What follows belongs to an exercise in optimizing a design on an open flow for small area, a short achievable clock period and few clock cycles per item; a production flow would make more cautious choices.
The RTL was checked by simulation tests, not by an equivalence proof against the original design.
No activity file was given, so power comes from the tool's default toggle rates.

==> flow/design.v <==
`default_nettype none
package isa_pkg;
    typedef enum logic {
        OP_ALU    = 1'b0,
        OP_BRANCH = 1'b1
    } op_class_t;
    typedef enum logic [2:0] {
        ALU_ADD = 3'd0,
        ALU_SUB = 3'd1,
        ALU_AND = 3'd2,
        ALU_OR  = 3'd3,
        ALU_XOR = 3'd4
    } alu_func_t;
    typedef enum logic {
        BR_EQ  = 1'b0,
        BR_LTU = 1'b1
    } br_cond_t;
    typedef struct packed {
        op_class_t               op_class;
        alu_func_t               func;
        br_cond_t                cond;
        logic [5-1:0]      rd;
        logic [32-1:0]      src_a;
        logic [32-1:0]      src_b;
        logic [32-1:0]      pc;
        logic [32-1:0]      imm;
    } issue_op_t;
endpackage
`default_nettype wire
`default_nettype none
package backend_pkg;
    typedef logic [3-1:0] rob_tag_t;
    typedef struct packed {
        rob_tag_t                tag;
        logic [2:0]              func;
        logic [5-1:0]      rd;
        logic [32-1:0]      src_a;
        logic [32-1:0]      src_b;
    } alu_op_t;
    typedef struct packed {
        rob_tag_t                tag;
        logic                    cond;
        logic [5-1:0]      rd;
        logic [32-1:0]      src_a;
        logic [32-1:0]      src_b;
        logic [32-1:0]      pc;
        logic [32-1:0]      imm;
    } br_op_t;
    typedef struct packed {
        rob_tag_t                tag;
        logic [5-1:0]      rd;
        logic [32-1:0]      value;
    } alu_result_t;
    typedef struct packed {
        rob_tag_t                tag;
        logic [5-1:0]      rd;
        logic [32-1:0]      link;
        logic                    taken;
        logic [32-1:0]      target;
    } br_result_t;
    typedef struct packed {
        rob_tag_t                tag;
        logic [5-1:0]      rd;
        logic [32-1:0]      value;
        logic                    is_branch;
        logic                    taken;
        logic [32-1:0]      target;
    } wb_packet_t;
    typedef struct packed {
        rob_tag_t                tag;
        logic [5-1:0]      rd;
        logic [32-1:0]      value;
        logic                    is_branch;
        logic                    taken;
        logic [32-1:0]      target;
    } commit_rec_t;
endpackage
`default_nettype wire
`default_nettype none
`timescale 1ns/100ps
module prefix_carry #(
    parameter int W = 32
) (
    input  wire logic [W-1:0] g_i,
    input  wire logic [W-1:0] p_i,
    input  wire logic         cin_i,
    output logic [W:0]        c_o
);
    localparam int L = (W > 16) ? 5 : (W > 8) ? 4 : (W > 4) ? 3 : (W > 2) ? 2 : 1;
    logic [W-1:0] gg;
    logic [W-1:0] pp;
    always_comb begin
        gg    = g_i;
        pp    = p_i;
        gg[0] = g_i[0] | (p_i[0] & cin_i);
        for (int l = 0; l < L; l++) begin
            for (int i = (2 << l) - 1; i < W; i += (2 << l)) begin
                gg[i] = gg[i] | (pp[i] & gg[i - (1 << l)]);
                pp[i] = pp[i] & pp[i - (1 << l)];
            end
        end
        for (int l = L - 2; l >= 0; l--) begin
            for (int i = 3 * (1 << l) - 1; i < W; i += (2 << l)) begin
                gg[i] = gg[i] | (pp[i] & gg[i - (1 << l)]);
                pp[i] = pp[i] & pp[i - (1 << l)];
            end
        end
    end
    assign c_o = {gg, cin_i};
endmodule
module pc_increment #(
    parameter int W = 32
) (
    input  wire logic [W-1:0] pc_i,
    output logic [W-1:0]      link_o
);
    localparam int N = W - 2;
    localparam int L = (N > 16) ? 5 : (N > 8) ? 4 : (N > 4) ? 3 : (N > 2) ? 2 : 1;
    logic [N-1:0] pp;
    always_comb begin
        pp = pc_i[W-1:2];
        for (int l = 0; l < L; l++) begin
            for (int i = (2 << l) - 1; i < N; i += (2 << l)) begin
                pp[i] = pp[i] & pp[i - (1 << l)];
            end
        end
        for (int l = L - 2; l >= 0; l--) begin
            for (int i = 3 * (1 << l) - 1; i < N; i += (2 << l)) begin
                pp[i] = pp[i] & pp[i - (1 << l)];
            end
        end
    end
    assign link_o = {pc_i[W-1:2] ^ {pp[N-2:0], 1'b1}, pc_i[1:0]};
endmodule
`default_nettype wire
`default_nettype none
`timescale 1ns/100ps
module ooo_backend_top (
    input  wire logic                  clk_i,
    input  wire logic                  rst_n_i,
    input  wire logic                  op_valid_i,
    input  wire isa_pkg::issue_op_t    op_i,
    output logic                       commit_valid_o,
    output backend_pkg::commit_rec_t   commit_o,
    output logic                       credit_o
);
    localparam int W = 32;
    logic         is_br;
    logic         sub;
    logic [W-1:0] b_x;
    logic [W-1:0] gen;
    logic [W-1:0] prop;
    logic [W:0]   carry;
    logic [W-1:0] sum;
    logic         taken;
    logic [W-1:0] link;
    logic [W:0]   pc_carry;
    logic [W-1:0] pc_imm;
    logic [W-1:0] value;
    logic [W-1:0] target;
    backend_pkg::rob_tag_t tag_q;
    logic [5-1:0]    rd_q;
    logic [W-1:0]          value_q;
    logic                  is_br_q;
    logic                  taken_q;
    logic [W-1:0]          target_q;
    assign is_br = (op_i.op_class == isa_pkg::OP_BRANCH);
    assign sub  = is_br || (op_i.func == isa_pkg::ALU_SUB);
    assign b_x  = op_i.src_b ^ {W{sub}};
    assign gen  = op_i.src_a & b_x;
    assign prop = op_i.src_a ^ b_x;
    prefix_carry #(.W(W)) alu_carry_inst (
        .g_i   (gen),
        .p_i   (prop),
        .cin_i (sub),
        .c_o   (carry)
    );
    assign sum = prop ^ carry[W-1:0];
    assign taken = (op_i.cond == isa_pkg::BR_EQ) ? (&prop) : !carry[W];
    pc_increment #(.W(W)) link_inst (
        .pc_i   (op_i.pc),
        .link_o (link)
    );
    prefix_carry #(.W(W)) pc_carry_inst (
        .g_i   (op_i.pc & op_i.imm),
        .p_i   (op_i.pc ^ op_i.imm),
        .cin_i (1'b0),
        .c_o   (pc_carry)
    );
    assign pc_imm = op_i.pc ^ op_i.imm ^ pc_carry[W-1:0];
    always_comb begin
        if (is_br) begin
            value  = link;
            target = taken ? pc_imm : link;
        end else begin
            target = '0;
            case (op_i.func)
                isa_pkg::ALU_ADD,
                isa_pkg::ALU_SUB: value = sum;
                isa_pkg::ALU_AND: value = gen;
                isa_pkg::ALU_OR:  value = gen | prop;
                isa_pkg::ALU_XOR: value = prop;
                default:          value = '0;
            endcase
        end
    end
    assign credit_o = commit_valid_o;
    always_ff @(posedge clk_i or negedge rst_n_i) begin
        if (!rst_n_i) begin
            commit_valid_o <= 1'b0;
            tag_q          <= '1;
        end else begin
            commit_valid_o <= op_valid_i;
            if (op_valid_i) begin
                tag_q <= tag_q + 1'b1;
            end
        end
    end
    always_ff @(posedge clk_i) begin
        rd_q     <= op_i.rd;
        value_q  <= value;
        is_br_q  <= is_br;
        taken_q  <= is_br && taken;
        target_q <= target;
    end
    assign commit_o = {tag_q, rd_q, value_q, is_br_q, taken_q, target_q};
endmodule
`default_nettype wire
export LEC_CHECK = 0
export CAP_MARGIN = 20
export CORE_MARGIN = 2
export CORE_UTILIZATION = 40
export SLEW_MARGIN = 20
create_clock -name core_clock -period 5.0 [get_ports {clk_i}]
run.sh (not shown) runs the stock make flow with config.mk's settings and CLKGATE_MAP_FILE= SYNTH_SCRIPT=/design/flow/synth_recipe.tcl, a recipe that flattens the netlist after the stock synthesis.
Testbench counts at the start, summed over its fixed seeds: cycles 2,056, items 2,048.
==> next run, changes <==
==> flow/flow/run.sh (new file) <==
#!/bin/bash
# The standard layout, with the port buffers made from the smallest buffer cell.
set -euo pipefail
bash standard.sh BUFFER_PORTS_ARGS="-buffer_cell sky130_fd_sc_hd__buf_1" finish > make_finish.log 2>&1
==> flow/standard.sh (new file) <==
#!/bin/bash
# synth_recipe.tcl (not shown) runs the flow's synth.tcl, then flattens the netlist and writes it again
# the make line also repeats each setting of config.mk as NAME=value (left out here)
make -C /OpenROAD-flow-scripts/flow DESIGN_CONFIG=/design/flow/config.mk WORK_HOME=/design/flow/orfs CLKGATE_MAP_FILE= SYNTH_SCRIPT=/design/flow/synth_recipe.tcl "${@:-finish}"
removed: flow/run.sh
The changed run completed without violations.
Non-clock buffer count shrinks by 40.
Total power shrinks by 8.4%.
Routed wire length shrinks by 4.2%.
Worst hold slack gets worse by 20 ps.
Fmax grows by 4.4%.
First-iteration DRC count grows by 8.0%.
Worst setup slack gets better by 200 ps.
==> next run, changes <==
==> flow/flow/run.sh (replaced) <==
#!/bin/bash
# The standard layout, with the port buffers made from the smallest buffer cell
# and adders left to abc as plain logic.
set -euo pipefail
bash standard.sh BUFFER_PORTS_ARGS="-buffer_cell sky130_fd_sc_hd__buf_1" ADDER_MAP_FILE= finish > make_finish.log 2>&1
Effect:
- synthesized area went up by a quarter to a third
- utilization went down by 3.1 points
- worst hold slack is worse by 17 ps
- critical path depth went down by 6
- via count went up by well over a third
- final cell count went up by a quarter to a third

---

ooo_backend_top, a different RTL version from the one above (not shown whole).
Size in the first run: roughly 840 cells after synthesis, about 80 flip-flops, roughly 220 I/O pins, ~7200 sq um of cells after synthesis.
## ooo_backend_top
module ooo_backend_top (
    input  wire logic                  clk_i,
    input  wire logic                  rst_n_i,
    input  wire logic                  op_valid_i,
    input  wire isa_pkg::issue_op_t    op_i,
    output logic                       commit_valid_o,
    output backend_pkg::commit_rec_t   commit_o,
    output logic                       credit_o
);
==> flow/config.mk <==
export PLATFORM = sky130hd
export DESIGN_NAME = ooo_backend_top
export DESIGN_NICKNAME = ooo_backend_top
export VERILOG_FILES = /design/flow/design.v
export SDC_FILE = /design/flow/constraint.sdc
export NUM_CORES = 4
export LEC_CHECK = 0
export CAP_MARGIN = 20
export CORE_MARGIN = 2
export CORE_UTILIZATION = 40
export SETUP_SLACK_MARGIN = 1.5
export SLEW_MARGIN = 20
==> flow/constraint.sdc <==
create_clock -name core_clock -period 5.0 [get_ports {clk_i}]
set_input_delay 1.0000 -clock core_clock [delete_from_list [all_inputs] [get_ports {clk_i}]]
set_output_delay 1.0000 -clock core_clock [all_outputs]
set_load 0.01 [all_outputs]
standard.sh (not shown) runs the stock make flow with config.mk's settings and CLKGATE_MAP_FILE= SYNTH_SCRIPT=/design/flow/synth_recipe.tcl, a recipe that flattens the netlist after the stock synthesis.
==> flow/flow/run.sh <==
#!/bin/bash
# The standard layout, with two changes: the port buffers are made from the
# smallest buffer cell, and the full adder cells join the platform's don't-use
# list (flow/dont_use.txt), so that abc maps those adder bits with the rest of
# the logic and sees the whole carry path.
set -euo pipefail
here=$(cd "$(dirname "$0")" && pwd)
dont_use=$(tr '\n' ' ' < "$here/dont_use.txt")
bash standard.sh \
    BUFFER_PORTS_ARGS="-buffer_cell sky130_fd_sc_hd__buf_1" \
    DONT_USE_CELLS="$dont_use" \
    finish > make_finish.log 2>&1
==> flow/flow/dont_use.txt <==
sky130_fd_sc_hd__probe_p_8
sky130_fd_sc_hd__probec_p_8
sky130_fd_sc_hd__lpflow_bleeder_1
sky130_fd_sc_hd__lpflow_clkbufkapwr_1
sky130_fd_sc_hd__lpflow_clkbufkapwr_16
sky130_fd_sc_hd__lpflow_clkbufkapwr_2
sky130_fd_sc_hd__lpflow_clkbufkapwr_4
sky130_fd_sc_hd__lpflow_clkbufkapwr_8
sky130_fd_sc_hd__lpflow_clkinvkapwr_1
sky130_fd_sc_hd__lpflow_clkinvkapwr_16
sky130_fd_sc_hd__lpflow_clkinvkapwr_2
sky130_fd_sc_hd__lpflow_clkinvkapwr_4
sky130_fd_sc_hd__lpflow_clkinvkapwr_8
sky130_fd_sc_hd__lpflow_decapkapwr_12
sky130_fd_sc_hd__lpflow_decapkapwr_3
sky130_fd_sc_hd__lpflow_decapkapwr_4
sky130_fd_sc_hd__lpflow_decapkapwr_6
sky130_fd_sc_hd__lpflow_decapkapwr_8
sky130_fd_sc_hd__lpflow_inputiso0n_1
sky130_fd_sc_hd__lpflow_inputiso0p_1
sky130_fd_sc_hd__lpflow_inputiso1n_1
sky130_fd_sc_hd__lpflow_inputiso1p_1
sky130_fd_sc_hd__lpflow_inputisolatch_1
sky130_fd_sc_hd__lpflow_isobufsrc_1
sky130_fd_sc_hd__lpflow_isobufsrc_16
sky130_fd_sc_hd__lpflow_isobufsrc_2
sky130_fd_sc_hd__lpflow_isobufsrc_4
sky130_fd_sc_hd__lpflow_isobufsrc_8
sky130_fd_sc_hd__lpflow_isobufsrckapwr_16
sky130_fd_sc_hd__lpflow_lsbuf_lh_hl_isowell_tap_1
sky130_fd_sc_hd__lpflow_lsbuf_lh_hl_isowell_tap_2
sky130_fd_sc_hd__lpflow_lsbuf_lh_hl_isowell_tap_4
sky130_fd_sc_hd__lpflow_lsbuf_lh_isowell_4
sky130_fd_sc_hd__lpflow_lsbuf_lh_isowell_tap_1
sky130_fd_sc_hd__lpflow_lsbuf_lh_isowell_tap_2
sky130_fd_sc_hd__lpflow_lsbuf_lh_isowell_tap_4
sky130_fd_sc_hd__fa_1
sky130_fd_sc_hd__fa_2
sky130_fd_sc_hd__fa_4
Testbench counts at the start, summed over its fixed seeds: cycles 2,056, items 2,048.
==> next run, changes <==
==> flow/flow/run.sh (replaced) <==
#!/bin/bash
# The standard layout, with the port buffers made from the smallest buffer cell.
set -euo pipefail
bash standard.sh BUFFER_PORTS_ARGS="-buffer_cell sky130_fd_sc_hd__buf_1" finish > make_finish.log 2>&1
- SETUP_SLACK_MARGIN: 1.5 -> unset
removed: flow/flow/dont_use.txt
What happened: Total power goes down by 0.58%; die area stays flat; non-clock buffer count fell by 14; via count goes down by 1.9%; setup slack gets worse by 0.58 ns; hold slack gains 0.016 ns; critical path depth drops by 1; routed wire length increases by 1.3%.

-- re-timing with driven ports --
No port has a modelled driver above. Below, the same layouts with a new extraction and two added sets of constraints. Step 1, drivers: a clkbuf_16 drives clk_i and a buf_2 each remaining input, both assumed. Step 2 times the ports against the registers' clock, not the clock port: input delays grow and output delays shrink by t, the midpoint of the rising clock arrivals with the driver on. Three values: ideal ports, drivers, drivers and shift; two values: the first two.
run | shift t [ns] | setup WS [ns] | hold slack, ns | latest minus earliest clock arrival (ns) | slew at the worst register clock pin (ns)
the first run of note 1 | 0.371 | 0.234 / 0.246 / -0.125 | 0.496 / 0.496 / 0.496 | 0.012 / 0.013 | 0.06 / 0.06
the second run of note 1 | 0.378 | 0.435 / 0.453 / 0.075 | 0.477 / 0.463 / 0.500 | 0.010 / 0.010 | 0.06 / 0.06
the third run of note 1 | 0.396 | 0.707 / 0.722 / 0.326 | 0.460 / 0.441 / 0.487 | 0.009 / 0.009 | 0.07 / 0.07
the first run of note 2 | 0.382 | 1.513 / 1.529 / 1.147 | 0.469 / 0.453 / 0.493 | 0.011 / 0.011 | 0.06 / 0.06
the second run of note 2 | 0.368 | 0.935 / 0.951 / 0.582 | 0.486 / 0.471 / 0.488 | 0.011 / 0.011 | 0.07 / 0.07
Met with ideal ports but missed after step 2: setup timing in the first run of note 1. The setup slack of the third run of note 1, which loses most, moves by +0.015 ns with the drivers and by -0.381 ns with both steps.
